From an optimization exercise on the open Yosys and OpenROAD flow, aimed at small area, a short achievable clock period and few clock cycles per item; shortcuts taken in it are not production practice. Function was checked by simulation only, so behaviour that the tests miss may differ from the original.

==> job 8390: inputs <==
// tanh_neuron_backprop_unit
module tanh_neuron_backprop_unit #(
   parameter int NUM_INPUTS = 64
) (
   input  wire logic               clock,
   input  wire logic               reset,
   input  wire logic               req_valid,
   output logic                    req_ready,
   input  wire logic [2:0]         req_cmd,
   input  wire logic [5:0]         req_element_index,
   input  wire logic signed [15:0] req_value,
   input  wire logic signed [15:0] req_link_weight,
   input  wire logic               req_last,
   output logic                    rsp_valid,
   input  wire logic               rsp_ready,
   output logic [1:0]              rsp_kind,
   output logic signed [15:0]      rsp_result_value,
   output logic [5:0]              rsp_result_index,
   output logic                    rsp_saturated,
   input  wire logic               csr_valid,
   output logic                    csr_ready,
   input  wire logic [1:0]         csr_index,
   input  wire logic [15:0]        csr_data
);
export LEC_CHECK = 0
export CAP_MARGIN = 20
export CORE_MARGIN = 2
export CORE_UTILIZATION = 55
export SLEW_MARGIN = 20
create_clock -name core_clock -period 12.0 [get_ports {clock}]
standard.sh (not shown) runs the stock make flow with config.mk's settings and CLKGATE_MAP_FILE= SYNTH_SCRIPT=/design/flow/synth_recipe.tcl, a recipe that flattens the netlist after the stock synthesis.
==> flow/flow/run.sh <==
#!/bin/bash
set -uo pipefail
cd "$(dirname "$0")/.."
bash standard.sh SETUP_SLACK_MARGIN=7 finish > standard_make.log 2>&1
==> job 9050 (differences from job 8390) <==
--- a/flow/design.v
+++ b/flow/design.v
@@ -1796,15 +1796,16 @@
    logic                      s2_fwd, s2_tgt, s2_hid, s2_upd, s2_ld, s2_eg, s2_last;
    logic [5:0]                s2_idx;
    logic signed [15:0]        s2_w;
    logic [44:0]               p1s_ff, p1c_ff;
    logic [47:0]               p2s_ff, p2c_ff;
-   logic                      s3_fl, s3_tgt, s3_upd, s3_ld, s3_hl, s3_gflag, s3_dflag;
+   logic                      s3_fl, s3_tgt, s3_upd, s3_ld, s3_hl, s3_gflag;
    logic [5:0]                s3_idx;
-   logic signed [15:0]        s3_w, s3_d;
+   logic signed [15:0]        s3_w;
+   logic signed [19:0]        s3_draw;
    logic [7:0]                s3_bin;
-   logic                      s4_hl, s5_hl, s5_gflag;
+   logic                      s4_hl, s5_hl, s5_gflag, s4_fl;
    logic                      s1_hl, s2_hl, s1_fl, s2_fl;
    assign s1_hl = s1_hid && s1_last;
    assign s2_hl = s2_hid && s2_last;
    assign s1_fl = s1_fwd && s1_last;
    assign s2_fl = s2_fwd && s2_last;
@@ -1827,27 +1828,38 @@
    assign hz_mem  = (s0_fwd || s0_upd) &&
                     (((s1_upd || s1_ld) && s1_idx == s0_idx) ||
                      ((s2_upd || s2_ld) && s2_idx == s0_idx) ||
                      ((s3_upd || s3_ld) && s3_idx == s0_idx));
    assign hz_out  = s0_tgt && (s1_fl || s2_fl || s3_fl);
-   assign hz_ord  = (s0_res && s1_hl) || s2_hl;
+   assign hz_ord  = s0_res && (s1_hl || s2_hl || ((s0_upd || s0_tgt) && s1_fl));
    assign hz_eg   = s0_upd && (eg_pend || s1_eg);
    assign hz_cred = s0_res && (pcnt == 3'd4) && !xfer;
-   assign eg_go   = eg_pend && !(s1_tgt || s1_hl || s2_hl || s3_hl || s4_hl);
+   assign eg_go   = eg_pend && !(s1_tgt || s1_hl || s2_hl || s3_hl);
    assign issue   = s0_v && !eg_go && !hz_mem && !hz_out && !hz_ord && !hz_eg && !hz_cred;
    logic signed [16:0] eta_s, alpha_s;
    logic signed [15:0] deriv_s;
    assign eta_s   = {1'b0, eta_ff};
    assign alpha_s = {1'b0, alpha_ff};
    assign deriv_cur = s3_fl ? lut_deriv : deriv_ff;
    assign deriv_s   = {3'b000, deriv_cur};
-   assign w_rd = wmem[s0_idx];
-   assign d_rd = dmem[s0_idx];
+   logic [63:0] rd_sel;
+   always_comb begin
+      for (int k = 0; k < 64; k++) rd_sel[k] = (s0_idx == 6'(k));
+   end
+   always_comb begin
+      w_rd = '0;
+      d_rd = '0;
+      for (int k = 0; k < 64; k++) begin
+         w_rd = w_rd | (wmem[k] & {16{rd_sel[k]}});
+         d_rd = d_rd | (dmem[k] & {16{rd_sel[k]}});
+      end
+   end
    logic signed [15:0] g2_val, g4_val;
    logic               g2_flag, g4_flag;
    always_comb begin
       if (s2_tgt) g_src = g2_val;
+      else if (s4_hl) g_src = g4_val;
       else g_src = grad_ff;
    end
    always_comb begin
       if (eg_go) begin
          m1a_in = eta_s;
@@ -1873,11 +1885,11 @@
          endcase
       end
    end
    always_ff @(posedge clock) begin
       m1a     <= m1a_in;
-      m1b     <= (issue || eg_go) ? m1b_in : 16'sd0;
+      m1b     <= m1b_in;
       s1_idx  <= s0_idx;
       s1_last <= s0_last;
       s1_w    <= s0_ld ? s0_val : w_rd;
       m2b     <= s2_hl ? deriv_s : s0_val;
    end
@@ -1931,11 +1943,11 @@
    logic [44:0]        aa_x, aa_s, aa_c, aa_sum;
    logic signed [32:0] acc_sum;
    logic signed [31:0] acc_sat;
    logic               acc_inr;
    logic [7:0]         bin;
-   assign aa_x   = (s2_fwd || s2_hid) ? {acc_ff[31], acc_ff, 12'd0} : 45'd0;
+   assign aa_x   = {acc_ff[31], acc_ff, 12'd0};
    assign aa_s   = aa_x ^ p1s_ff ^ p1c_ff;
    assign aa_c   = {((aa_x[43:0] & p1s_ff[43:0]) | (aa_x[43:0] & p1c_ff[43:0]) |
                      (p1s_ff[43:0] & p1c_ff[43:0])), 1'b0};
    assign aa_sum = aa_s + aa_c;
    assign acc_sum = aa_sum[44:12];
@@ -1949,17 +1961,21 @@
    assign acc_inr = (acc_sum[32:14] == '0) || (acc_sum[32:14] == '1);
    always_comb begin
       if (acc_inr) bin = {~acc_sum[14], acc_sum[13:7]};
       else bin = acc_sum[32] ? 8'd0 : 8'd255;
    end
+   logic [32:0]        ap_sum;
+   logic signed [20:0] ap_hi;
+   assign ap_sum = p1s_ff[32:0] + p1c_ff[32:0];
+   assign ap_hi  = ap_sum[32:12];
    always_comb begin
-      if (acc_sum > 33'sd32767) begin
+      if (ap_hi > 21'sd32767) begin
          g2_val = 16'sh7FFF; g2_flag = 1'b1;
-      end else if (acc_sum < -33'sd32768) begin
+      end else if (ap_hi < -21'sd32768) begin
          g2_val = 16'sh8000; g2_flag = 1'b1;
       end else begin
-         g2_val = acc_sum[15:0]; g2_flag = 1'b0;
+         g2_val = ap_hi[15:0]; g2_flag = 1'b0;
       end
    end
    logic [47:0] ab_a, ab_b, ab_s1, ab_c1, ab_s2, ab_c2, ab_sum;
    assign ab_a  = {p1s_ff[35:0], 12'd0};
    assign ab_b  = {p1c_ff[35:0], 12'd0};
@@ -1968,25 +1984,14 @@
                     (p2c_ff[46:0] & ab_a[46:0])), 1'b0};
    assign ab_s2 = ab_s1 ^ ab_c1 ^ ab_b;
    assign ab_c2 = {((ab_s1[46:0] & ab_c1[46:0]) | (ab_s1[46:0] & ab_b[46:0]) |
                     (ab_c1[46:0] & ab_b[46:0])), 1'b0};
    assign ab_sum = ab_s2 + ab_c2;
-   logic signed [19:0] d_raw;
-   logic signed [15:0] d_val;
-   logic               d_flag;
-   assign d_raw = ab_sum[47:28];
-   always_comb begin
-      if (d_raw > 20'sd32767) begin
-         d_val = 16'sh7FFF; d_flag = 1'b1;
-      end else if (d_raw < -20'sd32768) begin
-         d_val = 16'sh8000; d_flag = 1'b1;
-      end else begin
-         d_val = d_raw[15:0]; d_flag = 1'b0;
-      end
-   end
+   logic [47:0] ah_sum;
+   assign ah_sum = p2s_ff + p2c_ff;
    logic signed [35:0] h_raw;
-   assign h_raw = ab_sum[47:12];
+   assign h_raw = ah_sum[47:12];
    always_comb begin
       if (h_raw > 36'sd32767) begin
          g4_val = 16'sh7FFF; g4_flag = 1'b1;
       end else if (h_raw < -36'sd32768) begin
          g4_val = 16'sh8000; g4_flag = 1'b1;
@@ -1995,32 +2000,44 @@
       end
    end
    always_ff @(posedge clock) begin
       s3_idx   <= s2_idx;
       s3_w     <= s2_w;
-      s3_d     <= d_val;
-      s3_dflag <= d_flag;
+      s3_draw  <= ab_sum[47:28];
       s3_gflag <= g2_flag;
       s3_bin   <= bin;
       s5_gflag <= g4_flag;
    end
+   logic signed [15:0] d_val;
+   logic               d_flag;
+   always_comb begin
+      if (s3_draw > 20'sd32767) begin
+         d_val = 16'sh7FFF; d_flag = 1'b1;
+      end else if (s3_draw < -20'sd32768) begin
+         d_val = 16'sh8000; d_flag = 1'b1;
+      end else begin
+         d_val = s3_draw[15:0]; d_flag = 1'b0;
+      end
+   end
    always_ff @(posedge clock) begin
       if (reset) begin
          s3_fl  <= 1'b0;
          s3_tgt <= 1'b0;
          s3_upd <= 1'b0;
          s3_ld  <= 1'b0;
          s3_hl  <= 1'b0;
          s4_hl  <= 1'b0;
          s5_hl  <= 1'b0;
+         s4_fl  <= 1'b0;
       end else begin
          s3_fl  <= s2_fl;
          s3_tgt <= s2_tgt;
          s3_upd <= s2_upd;
          s3_ld  <= s2_ld;
          s3_hl  <= s2_hl;
          s4_hl  <= s3_hl;
+         s4_fl  <= s3_fl;
          s5_hl  <= s4_hl;
       end
    end
    tnbp_tanh_lut u_tanh (
       .bin        (s3_bin),
@@ -2028,11 +2045,11 @@
       .deriv      (lut_deriv)
    );
    logic signed [16:0] w_raw;
    logic signed [15:0] w_val;
    logic               w_flag;
-   assign w_raw = 17'(s3_w) + 17'(s3_d);
+   assign w_raw = 17'(s3_w) + 17'(d_val);
    always_comb begin
       if (w_raw > 17'sd32767) begin
          w_val = 16'sh7FFF; w_flag = 1'b1;
       end else if (w_raw < -17'sd32768) begin
          w_val = 16'sh8000; w_flag = 1'b1;
@@ -2040,11 +2057,11 @@
          w_val = w_raw[15:0]; w_flag = 1'b0;
       end
    end
    logic signed [15:0] w_wd, d_wd;
    assign w_wd = s3_ld ? s3_w : w_val;
-   assign d_wd = reset ? 16'sd0 : s3_d;
+   assign d_wd = reset ? 16'sd0 : d_val;
    always_ff @(posedge clock) begin
       for (int k = 0; k < 64; k++) begin
          if ((s3_upd || s3_ld) && s3_idx == 6'(k)) begin
             wmem[k] <= w_wd;
          end
@@ -2076,11 +2093,11 @@
    end
    always_ff @(posedge clock) begin
       if (reset) begin
          eg_ff <= '0;
       end else if (s2_eg) begin
-         eg_ff <= aa_sum[31:0];
+         eg_ff <= ap_sum[31:0];
       end else if (s2_hl) begin
          eg_ff <= acc_sat;
       end
    end
    always_ff @(posedge clock) begin
@@ -2105,48 +2122,51 @@
          end
       end
    end
    logic        q_we;
    logic [24:0] q_wd;
-   logic [24:0] q_mem [4];
-   logic [1:0]  q_wp, q_rp;
-   logic [24:0] q_head;
-   logic [2:0]  q_cnt, q_cnt_in;
+   logic [24:0] q_e [4];
+   logic [4:0]  q_oh, q_oh_in;    
    logic        rv_ff;
    always_comb begin
       q_we = 1'b1;
-      if (s3_fl)       q_wd = {KIND_OUTPUT, lut_tanh, 6'd0, 1'b0};
+      if (s4_fl)       q_wd = {KIND_OUTPUT, out_ff, 6'd0, 1'b0};
       else if (s3_tgt) q_wd = {KIND_GRADIENT, grad_ff, 6'd0, s3_gflag};
-      else if (s3_upd) q_wd = {KIND_WEIGHT, w_val, s3_idx, s3_dflag || w_flag};
+      else if (s3_upd) q_wd = {KIND_WEIGHT, w_val, s3_idx, d_flag || w_flag};
       else begin
          q_wd = {KIND_GRADIENT, grad_ff, 6'd0, s5_gflag};
          q_we = s5_hl;
       end
    end
    assign xfer     = rv_ff && rsp_ready;
-   assign q_cnt_in = q_cnt + 3'(q_we) - 3'(xfer);
+   always_comb begin
+      if (q_we && !xfer) q_oh_in = {q_oh[3:0], 1'b0};
+      else if (!q_we && xfer) q_oh_in = {1'b0, q_oh[4:1]};
+      else q_oh_in = q_oh;
+   end
    always_ff @(posedge clock) begin
-      if (q_we) q_mem[q_wp] <= q_wd;
+      for (int k = 0; k < 4; k++) begin
+         if (q_we && (xfer ? q_oh[k + 1] : q_oh[k])) begin
+            q_e[k] <= q_wd;
+         end else if (xfer && k < 3) begin
+            q_e[k] <= q_e[(k + 1) % 4];
+         end
+      end
    end
    always_ff @(posedge clock) begin
       if (reset) begin
-         q_wp  <= '0;
-         q_rp  <= '0;
-         q_cnt <= '0;
+         q_oh  <= 5'b00001;
          rv_ff <= 1'b0;
          pcnt  <= '0;
       end else begin
-         if (q_we) q_wp <= q_wp + 2'd1;
-         if (xfer) q_rp <= q_rp + 2'd1;
-         q_cnt <= q_cnt_in;
-         rv_ff <= (q_cnt_in != 3'd0);
+         q_oh  <= q_oh_in;
+         rv_ff <= !q_oh_in[0];
          pcnt  <= pcnt + 3'(issue && s0_res) - 3'(xfer);
       end
    end
-   assign q_head           = q_mem[q_rp];
    assign rsp_valid        = rv_ff;
-   assign rsp_kind         = q_head[24:23];
-   assign rsp_result_value = q_head[22:7];
-   assign rsp_result_index = q_head[6:1];
-   assign rsp_saturated    = q_head[0];
+   assign rsp_kind         = q_e[0][24:23];
+   assign rsp_result_value = q_e[0][22:7];
+   assign rsp_result_index = q_e[0][6:1];
+   assign rsp_saturated    = q_e[0][0];
 endmodule
 `default_nettype wire
==> flow/flow/run.sh (replaced) <==
#!/bin/bash
set -uo pipefail
cd "$(dirname "$0")/.."
bash standard.sh SETUP_SLACK_MARGIN=8 finish > standard_make.log 2>&1
Settings changed: ABC_AREA set to 1, CORE_UTILIZATION 55 to 50.
==> job 9639 (differences from job 8390) <==
==> flow/run.sh (new file) <==
#!/bin/bash
# synth_recipe.tcl (not shown) runs the flow's synth.tcl, then flattens the netlist and writes it again
# the make line also repeats each setting of config.mk as NAME=value (left out here)
make -C /OpenROAD-flow-scripts/flow DESIGN_CONFIG=/design/flow/config.mk WORK_HOME=/design/flow/orfs CLKGATE_MAP_FILE= SYNTH_SCRIPT=/design/flow/synth_recipe.tcl finish
Settings changed: SETUP_SLACK_MARGIN set to 5.
removed: flow/flow/run.sh
removed: flow/standard.sh
==> job 7493 (differences from job 8390) <==
--- a/flow/design.v
+++ b/flow/design.v
@@ -1796,15 +1796,16 @@
    logic                      s2_fwd, s2_tgt, s2_hid, s2_upd, s2_ld, s2_eg, s2_last;
    logic [5:0]                s2_idx;
    logic signed [15:0]        s2_w;
    logic [44:0]               p1s_ff, p1c_ff;
    logic [47:0]               p2s_ff, p2c_ff;
-   logic                      s3_fl, s3_tgt, s3_upd, s3_ld, s3_hl, s3_gflag, s3_dflag;
+   logic                      s3_fl, s3_tgt, s3_upd, s3_ld, s3_hl, s3_gflag;
    logic [5:0]                s3_idx;
-   logic signed [15:0]        s3_w, s3_d;
+   logic signed [15:0]        s3_w;
+   logic signed [19:0]        s3_draw;
    logic [7:0]                s3_bin;
-   logic                      s4_hl, s5_hl, s5_gflag;
+   logic                      s4_hl, s5_hl, s5_gflag, s4_fl;
    logic                      s1_hl, s2_hl, s1_fl, s2_fl;
    assign s1_hl = s1_hid && s1_last;
    assign s2_hl = s2_hid && s2_last;
    assign s1_fl = s1_fwd && s1_last;
    assign s2_fl = s2_fwd && s2_last;
@@ -1827,27 +1828,38 @@
    assign hz_mem  = (s0_fwd || s0_upd) &&
                     (((s1_upd || s1_ld) && s1_idx == s0_idx) ||
                      ((s2_upd || s2_ld) && s2_idx == s0_idx) ||
                      ((s3_upd || s3_ld) && s3_idx == s0_idx));
    assign hz_out  = s0_tgt && (s1_fl || s2_fl || s3_fl);
-   assign hz_ord  = (s0_res && s1_hl) || s2_hl;
+   assign hz_ord  = s0_res && (s1_hl || s2_hl || ((s0_upd || s0_tgt) && s1_fl));
    assign hz_eg   = s0_upd && (eg_pend || s1_eg);
    assign hz_cred = s0_res && (pcnt == 3'd4) && !xfer;
-   assign eg_go   = eg_pend && !(s1_tgt || s1_hl || s2_hl || s3_hl || s4_hl);
+   assign eg_go   = eg_pend && !(s1_tgt || s1_hl || s2_hl || s3_hl);
    assign issue   = s0_v && !eg_go && !hz_mem && !hz_out && !hz_ord && !hz_eg && !hz_cred;
    logic signed [16:0] eta_s, alpha_s;
    logic signed [15:0] deriv_s;
    assign eta_s   = {1'b0, eta_ff};
    assign alpha_s = {1'b0, alpha_ff};
    assign deriv_cur = s3_fl ? lut_deriv : deriv_ff;
    assign deriv_s   = {3'b000, deriv_cur};
-   assign w_rd = wmem[s0_idx];
-   assign d_rd = dmem[s0_idx];
+   logic [63:0] rd_sel;
+   always_comb begin
+      for (int k = 0; k < 64; k++) rd_sel[k] = (s0_idx == 6'(k));
+   end
+   always_comb begin
+      w_rd = '0;
+      d_rd = '0;
+      for (int k = 0; k < 64; k++) begin
+         w_rd = w_rd | (wmem[k] & {16{rd_sel[k]}});
+         d_rd = d_rd | (dmem[k] & {16{rd_sel[k]}});
+      end
+   end
    logic signed [15:0] g2_val, g4_val;
    logic               g2_flag, g4_flag;
    always_comb begin
       if (s2_tgt) g_src = g2_val;
+      else if (s4_hl) g_src = g4_val;
       else g_src = grad_ff;
    end
    always_comb begin
       if (eg_go) begin
          m1a_in = eta_s;
@@ -1873,11 +1885,11 @@
          endcase
       end
    end
    always_ff @(posedge clock) begin
       m1a     <= m1a_in;
-      m1b     <= (issue || eg_go) ? m1b_in : 16'sd0;
+      m1b     <= m1b_in;
       s1_idx  <= s0_idx;
       s1_last <= s0_last;
       s1_w    <= s0_ld ? s0_val : w_rd;
       m2b     <= s2_hl ? deriv_s : s0_val;
    end
@@ -1931,11 +1943,11 @@
    logic [44:0]        aa_x, aa_s, aa_c, aa_sum;
    logic signed [32:0] acc_sum;
    logic signed [31:0] acc_sat;
    logic               acc_inr;
    logic [7:0]         bin;
-   assign aa_x   = (s2_fwd || s2_hid) ? {acc_ff[31], acc_ff, 12'd0} : 45'd0;
+   assign aa_x   = {acc_ff[31], acc_ff, 12'd0};
    assign aa_s   = aa_x ^ p1s_ff ^ p1c_ff;
    assign aa_c   = {((aa_x[43:0] & p1s_ff[43:0]) | (aa_x[43:0] & p1c_ff[43:0]) |
                      (p1s_ff[43:0] & p1c_ff[43:0])), 1'b0};
    assign aa_sum = aa_s + aa_c;
    assign acc_sum = aa_sum[44:12];
@@ -1949,17 +1961,21 @@
    assign acc_inr = (acc_sum[32:14] == '0) || (acc_sum[32:14] == '1);
    always_comb begin
       if (acc_inr) bin = {~acc_sum[14], acc_sum[13:7]};
       else bin = acc_sum[32] ? 8'd0 : 8'd255;
    end
+   logic [32:0]        ap_sum;
+   logic signed [20:0] ap_hi;
+   assign ap_sum = p1s_ff[32:0] + p1c_ff[32:0];
+   assign ap_hi  = ap_sum[32:12];
    always_comb begin
-      if (acc_sum > 33'sd32767) begin
+      if (ap_hi > 21'sd32767) begin
          g2_val = 16'sh7FFF; g2_flag = 1'b1;
-      end else if (acc_sum < -33'sd32768) begin
+      end else if (ap_hi < -21'sd32768) begin
          g2_val = 16'sh8000; g2_flag = 1'b1;
       end else begin
-         g2_val = acc_sum[15:0]; g2_flag = 1'b0;
+         g2_val = ap_hi[15:0]; g2_flag = 1'b0;
       end
    end
    logic [47:0] ab_a, ab_b, ab_s1, ab_c1, ab_s2, ab_c2, ab_sum;
    assign ab_a  = {p1s_ff[35:0], 12'd0};
    assign ab_b  = {p1c_ff[35:0], 12'd0};
@@ -1968,25 +1984,14 @@
                     (p2c_ff[46:0] & ab_a[46:0])), 1'b0};
    assign ab_s2 = ab_s1 ^ ab_c1 ^ ab_b;
    assign ab_c2 = {((ab_s1[46:0] & ab_c1[46:0]) | (ab_s1[46:0] & ab_b[46:0]) |
                     (ab_c1[46:0] & ab_b[46:0])), 1'b0};
    assign ab_sum = ab_s2 + ab_c2;
-   logic signed [19:0] d_raw;
-   logic signed [15:0] d_val;
-   logic               d_flag;
-   assign d_raw = ab_sum[47:28];
-   always_comb begin
-      if (d_raw > 20'sd32767) begin
-         d_val = 16'sh7FFF; d_flag = 1'b1;
-      end else if (d_raw < -20'sd32768) begin
-         d_val = 16'sh8000; d_flag = 1'b1;
-      end else begin
-         d_val = d_raw[15:0]; d_flag = 1'b0;
-      end
-   end
+   logic [47:0] ah_sum;
+   assign ah_sum = p2s_ff + p2c_ff;
    logic signed [35:0] h_raw;
-   assign h_raw = ab_sum[47:12];
+   assign h_raw = ah_sum[47:12];
    always_comb begin
       if (h_raw > 36'sd32767) begin
          g4_val = 16'sh7FFF; g4_flag = 1'b1;
       end else if (h_raw < -36'sd32768) begin
          g4_val = 16'sh8000; g4_flag = 1'b1;
@@ -1995,32 +2000,44 @@
       end
    end
    always_ff @(posedge clock) begin
       s3_idx   <= s2_idx;
       s3_w     <= s2_w;
-      s3_d     <= d_val;
-      s3_dflag <= d_flag;
+      s3_draw  <= ab_sum[47:28];
       s3_gflag <= g2_flag;
       s3_bin   <= bin;
       s5_gflag <= g4_flag;
    end
+   logic signed [15:0] d_val;
+   logic               d_flag;
+   always_comb begin
+      if (s3_draw > 20'sd32767) begin
+         d_val = 16'sh7FFF; d_flag = 1'b1;
+      end else if (s3_draw < -20'sd32768) begin
+         d_val = 16'sh8000; d_flag = 1'b1;
+      end else begin
+         d_val = s3_draw[15:0]; d_flag = 1'b0;
+      end
+   end
    always_ff @(posedge clock) begin
       if (reset) begin
          s3_fl  <= 1'b0;
          s3_tgt <= 1'b0;
          s3_upd <= 1'b0;
          s3_ld  <= 1'b0;
          s3_hl  <= 1'b0;
          s4_hl  <= 1'b0;
          s5_hl  <= 1'b0;
+         s4_fl  <= 1'b0;
       end else begin
          s3_fl  <= s2_fl;
          s3_tgt <= s2_tgt;
          s3_upd <= s2_upd;
          s3_ld  <= s2_ld;
          s3_hl  <= s2_hl;
          s4_hl  <= s3_hl;
+         s4_fl  <= s3_fl;
          s5_hl  <= s4_hl;
       end
    end
    tnbp_tanh_lut u_tanh (
       .bin        (s3_bin),
@@ -2028,11 +2045,11 @@
       .deriv      (lut_deriv)
    );
    logic signed [16:0] w_raw;
    logic signed [15:0] w_val;
    logic               w_flag;
-   assign w_raw = 17'(s3_w) + 17'(s3_d);
+   assign w_raw = 17'(s3_w) + 17'(d_val);
    always_comb begin
       if (w_raw > 17'sd32767) begin
          w_val = 16'sh7FFF; w_flag = 1'b1;
       end else if (w_raw < -17'sd32768) begin
          w_val = 16'sh8000; w_flag = 1'b1;
@@ -2040,11 +2057,11 @@
          w_val = w_raw[15:0]; w_flag = 1'b0;
       end
    end
    logic signed [15:0] w_wd, d_wd;
    assign w_wd = s3_ld ? s3_w : w_val;
-   assign d_wd = reset ? 16'sd0 : s3_d;
+   assign d_wd = reset ? 16'sd0 : d_val;
    always_ff @(posedge clock) begin
       for (int k = 0; k < 64; k++) begin
          if ((s3_upd || s3_ld) && s3_idx == 6'(k)) begin
             wmem[k] <= w_wd;
          end
@@ -2076,11 +2093,11 @@
    end
    always_ff @(posedge clock) begin
       if (reset) begin
          eg_ff <= '0;
       end else if (s2_eg) begin
-         eg_ff <= aa_sum[31:0];
+         eg_ff <= ap_sum[31:0];
       end else if (s2_hl) begin
          eg_ff <= acc_sat;
       end
    end
    always_ff @(posedge clock) begin
@@ -2105,48 +2122,51 @@
          end
       end
    end
    logic        q_we;
    logic [24:0] q_wd;
-   logic [24:0] q_mem [4];
-   logic [1:0]  q_wp, q_rp;
-   logic [24:0] q_head;
-   logic [2:0]  q_cnt, q_cnt_in;
+   logic [24:0] q_e [4];
+   logic [4:0]  q_oh, q_oh_in;    
    logic        rv_ff;
    always_comb begin
       q_we = 1'b1;
-      if (s3_fl)       q_wd = {KIND_OUTPUT, lut_tanh, 6'd0, 1'b0};
+      if (s4_fl)       q_wd = {KIND_OUTPUT, out_ff, 6'd0, 1'b0};
       else if (s3_tgt) q_wd = {KIND_GRADIENT, grad_ff, 6'd0, s3_gflag};
-      else if (s3_upd) q_wd = {KIND_WEIGHT, w_val, s3_idx, s3_dflag || w_flag};
+      else if (s3_upd) q_wd = {KIND_WEIGHT, w_val, s3_idx, d_flag || w_flag};
       else begin
          q_wd = {KIND_GRADIENT, grad_ff, 6'd0, s5_gflag};
          q_we = s5_hl;
       end
    end
    assign xfer     = rv_ff && rsp_ready;
-   assign q_cnt_in = q_cnt + 3'(q_we) - 3'(xfer);
+   always_comb begin
+      if (q_we && !xfer) q_oh_in = {q_oh[3:0], 1'b0};
+      else if (!q_we && xfer) q_oh_in = {1'b0, q_oh[4:1]};
+      else q_oh_in = q_oh;
+   end
    always_ff @(posedge clock) begin
-      if (q_we) q_mem[q_wp] <= q_wd;
+      for (int k = 0; k < 4; k++) begin
+         if (q_we && (xfer ? q_oh[k + 1] : q_oh[k])) begin
+            q_e[k] <= q_wd;
+         end else if (xfer && k < 3) begin
+            q_e[k] <= q_e[(k + 1) % 4];
+         end
+      end
    end
    always_ff @(posedge clock) begin
       if (reset) begin
-         q_wp  <= '0;
-         q_rp  <= '0;
-         q_cnt <= '0;
+         q_oh  <= 5'b00001;
          rv_ff <= 1'b0;
          pcnt  <= '0;
       end else begin
-         if (q_we) q_wp <= q_wp + 2'd1;
-         if (xfer) q_rp <= q_rp + 2'd1;
-         q_cnt <= q_cnt_in;
-         rv_ff <= (q_cnt_in != 3'd0);
+         q_oh  <= q_oh_in;
+         rv_ff <= !q_oh_in[0];
          pcnt  <= pcnt + 3'(issue && s0_res) - 3'(xfer);
       end
    end
-   assign q_head           = q_mem[q_rp];
    assign rsp_valid        = rv_ff;
-   assign rsp_kind         = q_head[24:23];
-   assign rsp_result_value = q_head[22:7];
-   assign rsp_result_index = q_head[6:1];
-   assign rsp_saturated    = q_head[0];
+   assign rsp_kind         = q_e[0][24:23];
+   assign rsp_result_value = q_e[0][22:7];
+   assign rsp_result_index = q_e[0][6:1];
+   assign rsp_saturated    = q_e[0][0];
 endmodule
 `default_nettype wire
==> flow/flow/run.sh (replaced) <==
#!/bin/bash
set -uo pipefail
cd "$(dirname "$0")/.."
bash standard.sh SETUP_SLACK_MARGIN=8 finish > standard_make.log 2>&1
Settings changed: ABC_AREA set to 1, CORE_UTILIZATION 55 to 60.
==> flow_summary.json <==
{
  "drt-wirelength-per-cell_um": 38.2,
  "area_delta_synth_final_pct": 14.4,
  "synth.area.mux_share_pct": 1.09,
  "status": "finished clean",
  "placed_area_sq_um": 137000,
  "crit_path_frequent_cell": "buf_4",
  "drtPass1Iterations": 10
}
-- figures above: job 8390

==> flow_summary.json <==
{
  "drt-wirelength-per-cell_um": 37.9,
  "area_delta_synth_final_pct": 12.0,
  "crit_path_frequent_cell": "xor2_1",
  "placed_area_sq_um": 136000,
  "via_per_inst": 7.11,
  "final_common_cell": "edfxtp_1",
  "status": "finished clean",
  "synth.area.mux_share_pct": 1.09,
  "drtPass1Iterations": 8,
  "synth_common_cells": "2,232 x edfxtp_1, 1,069 x nand2_1, 833 x a22oi_1, 732 x a21oi_1, 727 x clkbuf_1",
  "buffers_excl_clock": 516,
  "synth_nets": 11800
}
-- figures above: job 9639

==> flow_summary.json <==
{
  "status": "finished clean",
  "insertion_delay_ns": 1.00,
  "setup.worst_path.class": "reg -> reg",
  "htree_levels": 5,
  "placed_area_sq_um": 135000,
  "drt-wirelength-per-cell_um": 36.8,
  "layout.nonclk_buf_share_pct": 3.43,
  "synth.area.mux_share_pct": 0,
  "die_w_um": 469,
  "hp-class": "reg -> reg",
  "area_delta_synth_final_pct": 14.5,
  "top_regs": "dmem (1024), wmem (1024), q_e (100)",
  "period_share_pct": 35.8,
  "drtPass1Iterations": 7
}
-- figures above: job 7493

==> flow_summary.json <==
{
  "crit_path_end_kind": "flip-flop",
  "status": "finished clean",
  "top_regs": "dmem (1024), wmem (1024), q_e (100)",
  "hp-class": "reg -> reg",
  "drt-wirelength-per-cell_um": 36.9,
  "vias": 103000,
  "final_common_cell": "nand2_1",
  "synth.area.mux_share_pct": 0
}
-- figures above: job 9050

Testbench counts of job 8390, summed over its fixed seeds: cycles 9,409, commands 8,792.
Testbench counts of job 9050, summed over its fixed seeds: cycles 9,362, commands 8,792.
Testbench counts of job 9639, summed over its fixed seeds: cycles 9,409, commands 8,792.
Testbench counts of job 7493, summed over its fixed seeds: cycles 9,362, commands 8,792.

[what the ideal ports hide]
How much do the figures lean on ideal ports? The routed layouts below were timed once more, with nothing changed but the port constraints. Step 1: set_driving_cell puts a clkbuf_16 on clock and a buf_2 on each other input, an assumption about the parent block. Step 2 adds t to the input delays and takes it off the output delays; t is the mean of the earliest and latest rising clock arrival at the registers after step 1. Input paths then give back, and output paths get back, about the clock's delay inside the block. Slacks: ideal / step 1 / step 2; pairs: ideal / step 1.
run	t (ns)	slack for setup (ns)	clock arrival spread, ns	worst register clock-pin slew, ns	pins driven straight from the clock port
job 8390	1.030	6.907 / 6.907 / 6.106	0.127 / 0.127	0.07 / 0.07	1
job 9050	0.962	7.784 / 7.774 / 7.126	0.127 / 0.127	0.07 / 0.07	1
job 9639	1.028	5.420 / 5.420 / 5.420	0.122 / 0.121	0.07 / 0.07	1
job 7493	1.044	7.709 / 7.695 / 7.014	0.132 / 0.132	0.07 / 0.07	1
After both steps every run listed still meets setup and hold. The setup slack of job 8390, which loses most, moves by 0.000 ns with the drivers and by -0.801 ns with both steps.
